Source: an optimization exercise on an open RTL-to-GDS flow (aim: small area and a short achievable clock period). Production flows keep margins and buffers that such runs may drop. Only simulation tests tie the RTL to the original design; equivalence was not proved. Power and IR drop assume default switching activity.

==> run F <==
Design matvec_alu_top, start of the top module:
module matvec_alu_top (
    input  logic        clk,
    input  logic        rst,
    input  logic        in_valid,
    input  logic [31:0] mat_word,
    input  logic [31:0] vec_word,
    input  logic [2:0]  pattern,
    output logic        out_valid,
    output logic [25:0] res_0,
    output logic [25:0] res_1,
    output logic [25:0] res_2,
    output logic [25:0] res_3
);
==> flow/config.mk <==
export PLATFORM = sky130hd
export DESIGN_NAME = matvec_alu_top
export DESIGN_NICKNAME = matvec_alu_top
export VERILOG_FILES = /design/flow/design.v
export SDC_FILE = /design/flow/constraint.sdc
export NUM_CORES = 4
export LEC_CHECK = 0
export CAP_MARGIN = 20
export CORE_MARGIN = 2
export CORE_UTILIZATION = 40
export CTS_CLUSTER_DIAMETER = 100
export CTS_CLUSTER_SIZE = 30
export SETUP_SLACK_MARGIN = 1.9
export SLEW_MARGIN = 20
export SYNTH_HIERARCHICAL = 1
==> flow/constraint.sdc <==
create_clock -name core_clock -period 5.2 [get_ports {clk}]
set_input_delay 1.0400 -clock core_clock [delete_from_list [all_inputs] [get_ports {clk}]]
set_output_delay 1.0400 -clock core_clock [all_outputs]
set_load 0.01 [all_outputs]
standard.sh (not shown) runs the stock make flow with config.mk's settings and CLKGATE_MAP_FILE= SYNTH_SCRIPT=/design/flow/synth_recipe.tcl, a recipe that flattens the netlist after the stock synthesis.
==> flow/flow/run.sh <==
#!/bin/bash
# standard layout, with plain buf_1 cells as the port buffers
set -euo pipefail
export BUFFER_PORTS_ARGS="-buffer_cell sky130_fd_sc_hd__buf_1"
bash standard.sh > standard.log 2>&1
==> run C (differences from run F) <==
CORE_UTILIZATION = 60   (was 40)
CTS_CLUSTER_DIAMETER = not set   (was 100)
CTS_CLUSTER_SIZE = not set   (was 30)
==> run G (differences from run F) <==
ABC_AREA = 1   (was not set)
CTS_CLUSTER_DIAMETER = 120   (was 100)
CTS_CLUSTER_SIZE = 24   (was 30)
==> out/summary.txt <==
==================================================================
CP Depth                                                        11
Clk network pwr share                                        0.107
Result of the run                 no timing/DRC/antenna violations
Detailed router's first-iteration violation count              775
Footprint of the multi-input gates                       10500 um2
CTS buffer count                                                14
Post-CTS setup buffers                                           3
Final wirelength                                          38500 um
Clock Skews                                              0.0256 ns
Total Routing Usage GR                                       0.178
Non-clock buffer share                                      0.0389
Placer Congestion                                            0.881
Sequence of cells on the critical path                a22oi_1, xnor2_1, ha_1, fa_1, fa_1, ha_4, a21oi_2, o22ai_1, a211oi_2, mux2i_1, o2111ai_1
Setup repair after global routing missed its margin            yes
Period minus WS final                                      3.22 ns
M3 GR Usage                                                 0.0261
DR vias/cell                                                  5.26
Vias in the first global route                               11388
==================================================================
the above is filed under run F

==> out/summary.txt <==
==================================================================
Placeable core area                                      26800 um2
Rows                                                            60
Clk network pwr share                                        0.157
Period minus WS final                                      3.21 ns
Clock Skews                                              0.0159 ns
Crit. Startpoint                                      m1[31]$_DFF_P_
Routed wirelength normalized by instance count             17.6 um
Footprint of the multi-input gates                       10500 um2
Sequence of cells on the critical path                a22oi_2, xnor2_1, ha_2, fa_1, fa_1, ha_4, a21oi_4, o22ai_2, a211oi_2, mux2i_1, o2111ai_1
Vias in the first global route                               11641
Final wirelength                                          36200 um
Result of the run                 no timing/DRC/antenna violations
Detailed router's first-iteration violation count              688
M3 GR Usage                                                 0.0255
Post-CTS setup buffers                                           2
Slowest stage delay, CP                                    0.54 ns
CP Depth                                                        11
Non-clock buffer share                                      0.0397
DR vias/cell                                                  5.67
Setup repair after global routing missed its margin            yes
Final Setup Violations                                           0
==================================================================
the above is filed under run C

==> out/summary.txt <==
==================================================================
Result of the run                 no timing/DRC/antenna violations
Sw Pwr                                                     5.41 mW
Footprint of the multi-input gates                       11400 um2
CTS buffer count                                                15
Clock Skews                                              0.0403 ns
Cell area after placement                                18800 um2
Sequence of cells on the critical path                nand2_1, nand3_1, nand2_1, ha_1, fa_1, fa_1, ha_1, nand2_1, inv_2, nand2_1, nand2_1, a21oi_1, nand2_1, nand2_1, nand2_1
Non-clock buffer share                                      0.0338
Period minus WS final                                      3.06 ns
Final wirelength                                          48300 um
DR vias/cell                                                  4.78
Vias in the first global route                               15385
Multi-input gate share of total cell area                    0.588
Setup repair after global routing missed its margin             no
Final HPWL DP                                             39900 um
M3 GR Usage                                                 0.0191
Internal Power                                             5.42 mW
Placer Congestion                                            0.936
Setup CP Type                                         flop to flop
Total Routing Usage GR                                       0.202
==================================================================
the above is filed under run G


========
==> wip/raven <==
Another version of the RTL of matvec_alu_top (not shown whole).
Settings: LEC_CHECK=0, CAP_MARGIN=20, CORE_MARGIN=2, CORE_UTILIZATION=40, SETUP_SLACK_MARGIN=2.2, SLEW_MARGIN=20; clock period 5.2 ns.
run.sh (not shown) runs the stock make flow with config.mk's settings and CLKGATE_MAP_FILE= SYNTH_SCRIPT=/design/flow/synth_recipe.tcl, a recipe that flattens the netlist after the stock synthesis.
Stock flow here: none of the scripts above is used.
==> inputs of wip/pepper, as changes to wip/raven <==
Settings changed: ABC_AREA from default to 1, SETUP_SLACK_MARGIN 2.2 to 1.0.
==> inputs of wip/onyx, as changes to wip/raven <==
Settings changed: SETUP_SLACK_MARGIN 2.2 to default.
==> qor summary <==
item                                                 wip/raven     wip/pepper       wip/onyx
Layout cells sized above 1                              0.2205        0.03795        0.04077
Share of total power in sequential cells                 0.202          0.233          0.240
Global Route met1 Usage                                 0.2506         0.2727         0.2395
Post-CTS Resized                                           229              0              0
Synth cell types                                            77             37             77
Tap cell count                                             532            592            532
Die X                                            207.4 microns  215.1 microns  207.4 microns
First-pass GRT wire length                       66340 microns  75930 microns  61240 microns
Outcome                       no timing/DRC/antenna violations  no timing/DRC/antenna violations  no timing/DRC/antenna violations
Critical path fanouts, max                                   7              6              8
Placed Area                                        18700 sq um    19870 sq um    18290 sq um
Number of vias per cell                                  5.069          4.747          4.991
Peak supply drop                                   0.0003357 V    0.0002665 V    0.0003149 V
Path depth of the worst reg2reg path                        13             17             14
Sequential logic power                                 2860 uW        2840 uW        2860 uW
Worst setup timing slack at the placement stage       1.490 ns       1.767 ns       1.379 ns
Mux share of post-synthesis cell area                 0.001209       0.007577       0.001209
Final wirelength                                 40250 microns  47650 microns  37350 microns
Switching power share of the total                      0.4236         0.4816         0.4331
Register-to-register path setup slack                  1.84 ns        1.77 ns        1.35 ns
Most frequent cell after synthesis                     dfxtp_1          inv_1        dfxtp_1

========
==> 02-25 <==
Another version of the RTL of matvec_alu_top (not shown whole).
export LEC_CHECK = 0
export CAP_MARGIN = 20
export CORE_MARGIN = 2
export CORE_UTILIZATION = 40
export SETUP_SLACK_MARGIN = 1.9
export SLEW_MARGIN = 20
export SYNTH_HIERARCHICAL = 1
create_clock -name core_clock -period 5.2 [get_ports {clk}]
standard.sh (not shown) runs the stock make flow with config.mk's settings and CLKGATE_MAP_FILE= SYNTH_SCRIPT=/design/flow/synth_recipe.tcl, a recipe that flattens the netlist after the stock synthesis.
Scripts as last shown in full above: flow/flow/run.sh
==> 07-24 (differences from 02-25) <==
--- a/flow/design.v
+++ b/flow/design.v
@@ -123,10 +123,11 @@
     input  logic [15:0] t0,
     input  logic [15:0] t1,
     input  logic [15:0] t2,
     input  logic [15:0] t3,
     input  logic [2:0]  e,
+    input  logic [2:0]  en,
     output logic [17:0] y
 );
     logic g1, g2, g3, g4, g5, g6, g7, g8, g9, g10, g11, g12, g13, g14, g15, g16, g17, g18, g19, g20, g21, g22, g23, g24, g25, g26, g27, g28, g29, g30, g31, g32, g33, g34, g35, g36, g37, g38, g39, g40, g41, g42, g43, g44, g45, g46, g47, g48, g49, s50, c51, s52, c53, s54, c55, s56, c57, s58, c59, s60, c61, s62, c63, s64, c65, s66, c67, s68, c69, s70, c71, s72, c73, s74, c75, s76, c77, s78, c79, s80, c81, s82, c83, s84, c85, s86, c87, s88, c89, s90, c91, s92, c93, s94, c95, s96, c97, s98, c99, s100, c101, s102, c103, s104, c105, s106, c107, s108, c109, s110, c111, s112, c113;
     logic [17:0] r0, r1;
     assign g1 = ~t0[15];
@@ -136,50 +137,50 @@
     assign g5 = e[0] & t1[3];
     assign g6 = e[0] & t1[4];
     assign g7 = e[0] & t1[5];
     assign g8 = e[0] & t1[6];
     assign g9 = e[0] & t1[7];
-    assign g10 = e[0] & t1[8];
-    assign g11 = e[0] & t1[9];
-    assign g12 = e[0] & t1[10];
-    assign g13 = e[0] & t1[11];
-    assign g14 = e[0] & t1[12];
-    assign g15 = e[0] & t1[13];
-    assign g16 = e[0] & t1[14];
-    assign g17 = ~(e[0] & t1[15]);
+    assign g10 = ~en[0] & t1[8];
+    assign g11 = ~en[0] & t1[9];
+    assign g12 = ~en[0] & t1[10];
+    assign g13 = ~en[0] & t1[11];
+    assign g14 = ~en[0] & t1[12];
+    assign g15 = ~en[0] & t1[13];
+    assign g16 = ~en[0] & t1[14];
+    assign g17 = ~(~en[0] & t1[15]);
     assign g18 = e[1] & t2[0];
     assign g19 = e[1] & t2[1];
     assign g20 = e[1] & t2[2];
     assign g21 = e[1] & t2[3];
     assign g22 = e[1] & t2[4];
     assign g23 = e[1] & t2[5];
     assign g24 = e[1] & t2[6];
     assign g25 = e[1] & t2[7];
-    assign g26 = e[1] & t2[8];
-    assign g27 = e[1] & t2[9];
-    assign g28 = e[1] & t2[10];
-    assign g29 = e[1] & t2[11];
-    assign g30 = e[1] & t2[12];
-    assign g31 = e[1] & t2[13];
-    assign g32 = e[1] & t2[14];
-    assign g33 = ~(e[1] & t2[15]);
+    assign g26 = ~en[1] & t2[8];
+    assign g27 = ~en[1] & t2[9];
+    assign g28 = ~en[1] & t2[10];
+    assign g29 = ~en[1] & t2[11];
+    assign g30 = ~en[1] & t2[12];
+    assign g31 = ~en[1] & t2[13];
+    assign g32 = ~en[1] & t2[14];
+    assign g33 = ~(~en[1] & t2[15]);
     assign g34 = e[2] & t3[0];
     assign g35 = e[2] & t3[1];
     assign g36 = e[2] & t3[2];
     assign g37 = e[2] & t3[3];
     assign g38 = e[2] & t3[4];
     assign g39 = e[2] & t3[5];
     assign g40 = e[2] & t3[6];
     assign g41 = e[2] & t3[7];
-    assign g42 = e[2] & t3[8];
-    assign g43 = e[2] & t3[9];
-    assign g44 = e[2] & t3[10];
-    assign g45 = e[2] & t3[11];
-    assign g46 = e[2] & t3[12];
-    assign g47 = e[2] & t3[13];
-    assign g48 = e[2] & t3[14];
-    assign g49 = ~(e[2] & t3[15]);
+    assign g42 = ~en[2] & t3[8];
+    assign g43 = ~en[2] & t3[9];
+    assign g44 = ~en[2] & t3[10];
+    assign g45 = ~en[2] & t3[11];
+    assign g46 = ~en[2] & t3[12];
+    assign g47 = ~en[2] & t3[13];
+    assign g48 = ~en[2] & t3[14];
+    assign g49 = ~(~en[2] & t3[15]);
     ha_cell u_s50 (.a(t0[0]), .b(g2), .s(s50), .co(c51));
     fa_cell u_s52 (.a(t0[1]), .b(g3), .c(g19), .s(s52), .co(c53));
     fa_cell u_s54 (.a(t0[2]), .b(g4), .c(g20), .s(s54), .co(c55));
     fa_cell u_s56 (.a(t0[3]), .b(g5), .c(g21), .s(s56), .co(c57));
     fa_cell u_s58 (.a(t0[4]), .b(g6), .c(g22), .s(s58), .co(c59));
@@ -216,10 +217,11 @@
 endmodule
 module sum2g (
     input  logic [15:0] t0,
     input  logic [15:0] t1,
     input  logic [0:0]  e,
+    input  logic [0:0]  en,
     output logic [16:0] y
 );
     logic g1, g2, g3, g4, g5, g6, g7, g8, g9, g10, g11, g12, g13, g14, g15, g16, g17;
     logic [16:0] r0, r1;
     assign g1 = ~t0[15];
@@ -229,18 +231,18 @@
     assign g5 = e[0] & t1[3];
     assign g6 = e[0] & t1[4];
     assign g7 = e[0] & t1[5];
     assign g8 = e[0] & t1[6];
     assign g9 = e[0] & t1[7];
-    assign g10 = e[0] & t1[8];
-    assign g11 = e[0] & t1[9];
-    assign g12 = e[0] & t1[10];
-    assign g13 = e[0] & t1[11];
-    assign g14 = e[0] & t1[12];
-    assign g15 = e[0] & t1[13];
-    assign g16 = e[0] & t1[14];
-    assign g17 = ~(e[0] & t1[15]);
+    assign g10 = ~en[0] & t1[8];
+    assign g11 = ~en[0] & t1[9];
+    assign g12 = ~en[0] & t1[10];
+    assign g13 = ~en[0] & t1[11];
+    assign g14 = ~en[0] & t1[12];
+    assign g15 = ~en[0] & t1[13];
+    assign g16 = ~en[0] & t1[14];
+    assign g17 = ~(~en[0] & t1[15]);
     assign r0 = {1'b1, g1, t0[14], t0[13], t0[12], t0[11], t0[10], t0[9], t0[8], t0[7], t0[6], t0[5], t0[4], t0[3], t0[2], t0[1], t0[0]};
     assign r1 = {1'b0, g17, g16, g15, g14, g13, g12, g11, g10, g9, g8, g7, g6, g5, g4, g3, g2};
     sum2g_add u_add (.a(r0), .b(r1), .y(y));
 endmodule
 `default_nettype wire
@@ -784,27 +786,30 @@
         b1 <= pattern;
     end
     logic [15:0] q [4];
     logic [15:0] p [4];
     logic [3:0]  g;
+    logic [3:0]  gn;
     logic [2:0]  b2;
     for (genvar gi = 0; gi < 4; gi++) begin : g_mul
         mul8s u_mul (.a(m1[31-8*gi -: 8]), .one(one1[gi]), .two(two1[gi]), .neg(neg1[gi]), .p(q[gi]));
     end
     always_ff @(posedge clk) begin
         for (int i = 0; i < 4; i++) begin
             p[i] <= q[i];
         end
         g  <= {~b1[2], ~b1[1] & ~b1[2], ~b1[1], ~b1[0]};
+        gn <= {b1[2], b1[1] | b1[2], b1[1], b1[0]};
         b2 <= b1;
     end
     logic [17:0] y_n, y3;
     logic [16:0] u_n, u3;
     logic [15:0] p0_3, p3_3;
-    sum4g u_y (.t0(p[1]), .t1(p[0]), .t2(p[2]), .t3(p[3]), .e(g[2:0]), .y(y_n));
-    sum2g u_u (.t0(p[2]), .t1(p[3]), .e(g[3]), .y(u_n));
+    sum4g u_y (.t0(p[1]), .t1(p[0]), .t2(p[2]), .t3(p[3]), .e(g[2:0]), .en(gn[2:0]), .y(y_n));
+    sum2g u_u (.t0(p[2]), .t1(p[3]), .e(g[3]), .en(gn[3]), .y(u_n));
     logic z0n, c1y, c1u, c1p, c2u, c2p, c3p;
+    logic c1un, c1pn, c2un, c2pn, c3pn;
     always_ff @(posedge clk) begin
         y3   <= y_n;
         u3   <= u_n;
         p0_3 <= p[0];
         p3_3 <= p[3];
@@ -813,17 +818,23 @@
         c1u  <= ~b2[0] & b2[1];
         c1p  <= ~b2[0] & ~b2[1] & b2[2];
         c2u  <= b2[0] & b2[1];
         c2p  <= b2[2] & (b2[0] ^ b2[1]);
         c3p  <= &b2;
+        c1un <= ~(~b2[0] & b2[1]);
+        c1pn <= ~(~b2[0] & ~b2[1] & b2[2]);
+        c2un <= ~(b2[0] & b2[1]);
+        c2pn <= ~(b2[2] & (b2[0] ^ b2[1]));
+        c3pn <= ~(&b2);
     end
     logic [17:0] s0, s1, s2, s3;
     always_comb begin
         s0 = z0n ? y3 : 18'($signed(p0_3));
-        s1 = ({18{c1y}} & y3) | ({18{c1u}} & 18'($signed(u3))) | ({18{c1p}} & 18'($signed(p3_3)));
-        s2 = ({18{c2u}} & 18'($signed(u3))) | ({18{c2p}} & 18'($signed(p3_3)));
-        s3 = {18{c3p}} & 18'($signed(p3_3));
+        s1 = ({18{c1y}} & y3) | ({{9{~c1un}}, {9{c1u}}} & 18'($signed(u3)))
+           | ({{9{~c1pn}}, {9{c1p}}} & 18'($signed(p3_3)));
+        s2 = ({{9{~c2un}}, {9{c2u}}} & 18'($signed(u3))) | ({{9{~c2pn}}, {9{c2p}}} & 18'($signed(p3_3)));
+        s3 = {{9{~c3pn}}, {9{c3p}}} & 18'($signed(p3_3));
     end
     assign res_0 = 26'($signed(s0));
     assign res_1 = 26'($signed(s1));
     assign res_2 = 26'($signed(s2));
     assign res_3 = 26'($signed(s3));
Settings changed: CTS_CLUSTER_DIAMETER from default to 120, CTS_CLUSTER_SIZE from default to 24, GPL_ROUTABILITY_DRIVEN from default to 0.
==> 02-27 (differences from 02-25) <==
--- a/flow/design.v
+++ b/flow/design.v
@@ -54,33 +54,33 @@
     assign pp36 = ((one[3] & a[7]) | (two[3] & a[7])) ^ neg[3];
     assign ns37 = ~pp9;
     assign ns38 = ~pp18;
     assign ns39 = ~pp27;
     assign ns40 = ~pp36;
-    ha_cell u_s41 (.a(neg[3]), .b(pp7), .s(s41), .co(c42));
-    ha_cell u_s43 (.a(pp8), .b(pp15), .s(s43), .co(c44));
+    assign {c42, s41} = neg[3] + pp7;
+    assign {c44, s43} = pp8 + pp15;
     assign {c46, s45} = 1'b1 + pp16 + pp23;
     assign {c48, s47} = 1'b1 + pp17;
-    ha_cell u_s49 (.a(neg[2]), .b(pp5), .s(s49), .co(c50));
-    ha_cell u_s51 (.a(pp6), .b(pp13), .s(s51), .co(c52));
-    fa_cell u_s53 (.a(pp14), .b(pp21), .c(pp28), .s(s53), .co(c54));
-    fa_cell u_s55 (.a(pp22), .b(pp29), .c(c42), .s(s55), .co(c56));
-    fa_cell u_s57 (.a(pp30), .b(ns37), .c(c44), .s(s57), .co(c58));
-    fa_cell u_s59 (.a(pp24), .b(pp31), .c(s47), .s(s59), .co(c60));
-    fa_cell u_s61 (.a(pp25), .b(pp32), .c(ns38), .s(s61), .co(c62));
+    assign {c50, s49} = neg[2] + pp5;
+    assign {c52, s51} = pp6 + pp13;
+    assign {c54, s53} = pp14 + pp21 + pp28;
+    assign {c56, s55} = pp22 + pp29 + c42;
+    assign {c58, s57} = pp30 + ns37 + c44;
+    assign {c60, s59} = pp24 + pp31 + s47;
+    assign {c62, s61} = pp25 + pp32 + ns38;
     assign {c64, s63} = 1'b1 + pp26;
-    ha_cell u_s65 (.a(neg[1]), .b(pp3), .s(s65), .co(c66));
-    ha_cell u_s67 (.a(pp4), .b(pp11), .s(s67), .co(c68));
-    fa_cell u_s69 (.a(pp12), .b(pp19), .c(s49), .s(s69), .co(c70));
-    fa_cell u_s71 (.a(pp20), .b(c50), .c(s51), .s(s71), .co(c72));
-    fa_cell u_s73 (.a(c52), .b(s41), .c(s53), .s(s73), .co(c74));
-    fa_cell u_s75 (.a(s43), .b(c54), .c(s55), .s(s75), .co(c76));
-    fa_cell u_s77 (.a(s45), .b(c56), .c(s57), .s(s77), .co(c78));
-    fa_cell u_s79 (.a(c46), .b(c58), .c(s59), .s(s79), .co(c80));
-    fa_cell u_s81 (.a(c48), .b(s61), .c(c60), .s(s81), .co(c82));
-    fa_cell u_s83 (.a(pp33), .b(s63), .c(c62), .s(s83), .co(c84));
-    fa_cell u_s85 (.a(pp34), .b(ns39), .c(c64), .s(s85), .co(c86));
+    assign {c66, s65} = neg[1] + pp3;
+    assign {c68, s67} = pp4 + pp11;
+    assign {c70, s69} = pp12 + pp19 + s49;
+    assign {c72, s71} = pp20 + c50 + s51;
+    assign {c74, s73} = c52 + s41 + s53;
+    assign {c76, s75} = s43 + c54 + s55;
+    assign {c78, s77} = s45 + c56 + s57;
+    assign {c80, s79} = c46 + c58 + s59;
+    assign {c82, s81} = c48 + s61 + c60;
+    assign {c84, s83} = pp33 + s63 + c62;
+    assign {c86, s85} = pp34 + ns39 + c64;
     assign {c88, s87} = 1'b1 + pp35;
     assign r0 = {1'b1, c88, c86, c84, c82, c80, c78, c76, c74, c72, c70, c68, c66, s65, pp2, neg[0]};
     assign r1 = {1'b0, ns40, s87, s85, s83, s81, s79, s77, s75, s73, s71, s69, s67, pp10, 1'b0, pp1};
     mul8s_add u_add (.a(r0), .b(r1), .y(p));
 endmodule
@@ -98,27 +98,10 @@
             two[j] = (xe[2*j+2] & ~xe[2*j+1] & ~xe[2*j]) | (~xe[2*j+2] & xe[2*j+1] & xe[2*j]);
             neg[j] = xe[2*j+2];
         end
     end
 endmodule
-module fa_cell (
-    input  logic a,
-    input  logic b,
-    input  logic c,
-    output logic s,
-    output logic co
-);
-    assign {co, s} = a + b + c;
-endmodule
-module ha_cell (
-    input  logic a,
-    input  logic b,
-    output logic s,
-    output logic co
-);
-    assign {co, s} = a + b;
-endmodule
 `default_nettype wire
 `default_nettype none
 module sum4g (
     input  logic [15:0] t0,
     input  logic [15:0] t1,
@@ -176,42 +159,42 @@
     assign g45 = e[2] & t3[11];
     assign g46 = e[2] & t3[12];
     assign g47 = e[2] & t3[13];
     assign g48 = e[2] & t3[14];
     assign g49 = ~(e[2] & t3[15]);
-    ha_cell u_s50 (.a(t0[0]), .b(g2), .s(s50), .co(c51));
-    fa_cell u_s52 (.a(t0[1]), .b(g3), .c(g19), .s(s52), .co(c53));
-    fa_cell u_s54 (.a(t0[2]), .b(g4), .c(g20), .s(s54), .co(c55));
-    fa_cell u_s56 (.a(t0[3]), .b(g5), .c(g21), .s(s56), .co(c57));
-    fa_cell u_s58 (.a(t0[4]), .b(g6), .c(g22), .s(s58), .co(c59));
-    fa_cell u_s60 (.a(t0[5]), .b(g7), .c(g23), .s(s60), .co(c61));
-    fa_cell u_s62 (.a(t0[6]), .b(g8), .c(g24), .s(s62), .co(c63));
-    fa_cell u_s64 (.a(t0[7]), .b(g9), .c(g25), .s(s64), .co(c65));
-    fa_cell u_s66 (.a(t0[8]), .b(g10), .c(g26), .s(s66), .co(c67));
-    fa_cell u_s68 (.a(t0[9]), .b(g11), .c(g27), .s(s68), .co(c69));
-    fa_cell u_s70 (.a(t0[10]), .b(g12), .c(g28), .s(s70), .co(c71));
-    fa_cell u_s72 (.a(t0[11]), .b(g13), .c(g29), .s(s72), .co(c73));
-    fa_cell u_s74 (.a(t0[12]), .b(g14), .c(g30), .s(s74), .co(c75));
-    fa_cell u_s76 (.a(t0[13]), .b(g15), .c(g31), .s(s76), .co(c77));
-    fa_cell u_s78 (.a(t0[14]), .b(g16), .c(g32), .s(s78), .co(c79));
-    fa_cell u_s80 (.a(g1), .b(g17), .c(g33), .s(s80), .co(c81));
-    ha_cell u_s82 (.a(g18), .b(g34), .s(s82), .co(c83));
-    fa_cell u_s84 (.a(g35), .b(c51), .c(s52), .s(s84), .co(c85));
-    fa_cell u_s86 (.a(g36), .b(c53), .c(s54), .s(s86), .co(c87));
-    fa_cell u_s88 (.a(g37), .b(c55), .c(s56), .s(s88), .co(c89));
-    fa_cell u_s90 (.a(g38), .b(c57), .c(s58), .s(s90), .co(c91));
-    fa_cell u_s92 (.a(g39), .b(c59), .c(s60), .s(s92), .co(c93));
-    fa_cell u_s94 (.a(g40), .b(c61), .c(s62), .s(s94), .co(c95));
-    fa_cell u_s96 (.a(g41), .b(c63), .c(s64), .s(s96), .co(c97));
-    fa_cell u_s98 (.a(g42), .b(c65), .c(s66), .s(s98), .co(c99));
-    fa_cell u_s100 (.a(g43), .b(c67), .c(s68), .s(s100), .co(c101));
-    fa_cell u_s102 (.a(g44), .b(c69), .c(s70), .s(s102), .co(c103));
-    fa_cell u_s104 (.a(g45), .b(c71), .c(s72), .s(s104), .co(c105));
-    fa_cell u_s106 (.a(g46), .b(c73), .c(s74), .s(s106), .co(c107));
-    fa_cell u_s108 (.a(g47), .b(c75), .c(s76), .s(s108), .co(c109));
-    fa_cell u_s110 (.a(g48), .b(c77), .c(s78), .s(s110), .co(c111));
-    fa_cell u_s112 (.a(g49), .b(c79), .c(s80), .s(s112), .co(c113));
+    assign {c51, s50} = t0[0] + g2;
+    assign {c53, s52} = t0[1] + g3 + g19;
+    assign {c55, s54} = t0[2] + g4 + g20;
+    assign {c57, s56} = t0[3] + g5 + g21;
+    assign {c59, s58} = t0[4] + g6 + g22;
+    assign {c61, s60} = t0[5] + g7 + g23;
+    assign {c63, s62} = t0[6] + g8 + g24;
+    assign {c65, s64} = t0[7] + g9 + g25;
+    assign {c67, s66} = t0[8] + g10 + g26;
+    assign {c69, s68} = t0[9] + g11 + g27;
+    assign {c71, s70} = t0[10] + g12 + g28;
+    assign {c73, s72} = t0[11] + g13 + g29;
+    assign {c75, s74} = t0[12] + g14 + g30;
+    assign {c77, s76} = t0[13] + g15 + g31;
+    assign {c79, s78} = t0[14] + g16 + g32;
+    assign {c81, s80} = g1 + g17 + g33;
+    assign {c83, s82} = g18 + g34;
+    assign {c85, s84} = g35 + c51 + s52;
+    assign {c87, s86} = g36 + c53 + s54;
+    assign {c89, s88} = g37 + c55 + s56;
+    assign {c91, s90} = g38 + c57 + s58;
+    assign {c93, s92} = g39 + c59 + s60;
+    assign {c95, s94} = g40 + c61 + s62;
+    assign {c97, s96} = g41 + c63 + s64;
+    assign {c99, s98} = g42 + c65 + s66;
+    assign {c101, s100} = g43 + c67 + s68;
+    assign {c103, s102} = g44 + c69 + s70;
+    assign {c105, s104} = g45 + c71 + s72;
+    assign {c107, s106} = g46 + c73 + s74;
+    assign {c109, s108} = g47 + c75 + s76;
+    assign {c111, s110} = g48 + c77 + s78;
+    assign {c113, s112} = g49 + c79 + s80;
     assign r0 = {1'b1, c113, c111, c109, c107, c105, c103, c101, c99, c97, c95, c93, c91, c89, c87, c85, c83, s82};
     assign r1 = {1'b0, c81, s112, s110, s108, s106, s104, s102, s100, s98, s96, s94, s92, s90, s88, s86, s84, s50};
     sum4g_add u_add (.a(r0), .b(r1), .y(y));
 endmodule
 module sum2g (
Settings changed: SETUP_SLACK_MARGIN 1.9 to 2.2.
==> 11-13 (differences from 02-25) <==
Settings changed: SETUP_SLACK_MARGIN 1.9 to 2.1.
==> qor summary <==
	02-27	02-25	07-24	11-13
Uppermost routed layer	met4	met5	met4	met4
Power share of the combinational group	0.646	0.610	0.641	0.624
Std cell rows	72	73	73	73
Power drawn by the sequential cells	3.01 mW	3.01 mW	3.02 mW	3.04 mW
Total half-perimeter wirelength after legalization and detailed placement	29.6 mm	32.0 mm	31.1 mm	31.8 mm
Crit. End Element	register	output port	register	register
CP Class	register to register	register to output port	register to register	register to register
Plain + repair buffers	230	179	179	218
Final instance area	18700 um^2	17800 um^2	17400 um^2	18700 um^2
Run status	no timing/DRC/antenna violations	no timing/DRC/antenna violations	no timing/DRC/antenna violations	no timing/DRC/antenna violations
Clock-cell share of area	0.0504	0.0467	0.0237	0.0509
Total met3 wirelength after detailed routing	1.49 mm	2.22 mm	1.83 mm	1.91 mm
Maximum clock rate	298 MHz	307 MHz	311 MHz	318 MHz
Multi-input gate area in the final layout	10800 um^2	10600 um^2	10500 um^2	10900 um^2
Peak supply drop	0.422 mV	0.304 mV	0.352 mV	0.364 mV
Post_cts resized	201	71	47	154
Effective utilization at floorplan	0.408	0.407	0.408	0.407
DR vias	11300	11700	11700	11900
Worst skew pair latency	0.56 ns	0.58 ns	0.51 ns	0.56 ns
Non-clock inverter count	101	71	84	71
Endpoint of the lowest-slack register-to-register path	p[1][13]	p[1][13]	p[3][13]	p[1][12]

## afterwards: timing with drivers on the ports
How much do the figures lean on ideal ports? The routed layouts below were timed once more, with nothing changed but the port constraints. Step 1 (the two cells are an assumption about what drives the block):
set clk [get_ports {clk}]
set_driving_cell -lib_cell sky130_fd_sc_hd__clkbuf_16 $clk
set_driving_cell -lib_cell sky130_fd_sc_hd__buf_2 [delete_from_list [all_inputs] $clk]
Step 2 also shifts input and output timing later by t, the mid clock arrival at the registers, as if the neighbouring blocks saw the same clock. Slacks: ideal ports / drivers / drivers and shift; pairs: ideal ports / drivers.
run | shift t [ns] | setup WS [ns] | slew at the worst register clock pin (ns) | worst data-port slew with drivers (ns)
run F | 0.540 | 1.981 / 1.981 / 1.981 | 0.11 / 0.11 | 0.07
run C | 0.585 | 1.989 / 1.989 / 1.989 | 0.06 / 0.06 | 0.03
run G | 0.566 | 2.138 / 2.138 / 2.138 | 0.10 / 0.10 | 0.04
wip/raven | 0.604 | 1.841 / 1.841 / 1.841 | 0.07 / 0.07 | 0.07
wip/pepper | 0.607 | 1.766 / 1.766 / 1.766 | 0.06 / 0.06 | 0.07
wip/onyx | 0.601 | 1.349 / 1.349 / 1.349 | 0.07 / 0.07 | 0.04
02-25 | 0.617 | 1.941 / 1.888 / 2.013 | 0.06 / 0.06 | 0.04
07-24 | 0.538 | 1.981 / 1.980 / 1.981 | 0.10 / 0.10 | 0.07
02-27 | 0.605 | 1.844 / 1.844 / 1.844 | 0.06 / 0.06 | 0.04
11-13 | 0.607 | 2.058 / 2.058 / 2.058 | 0.06 / 0.06 | 0.05
After both steps setup and hold are still met in every run listed.
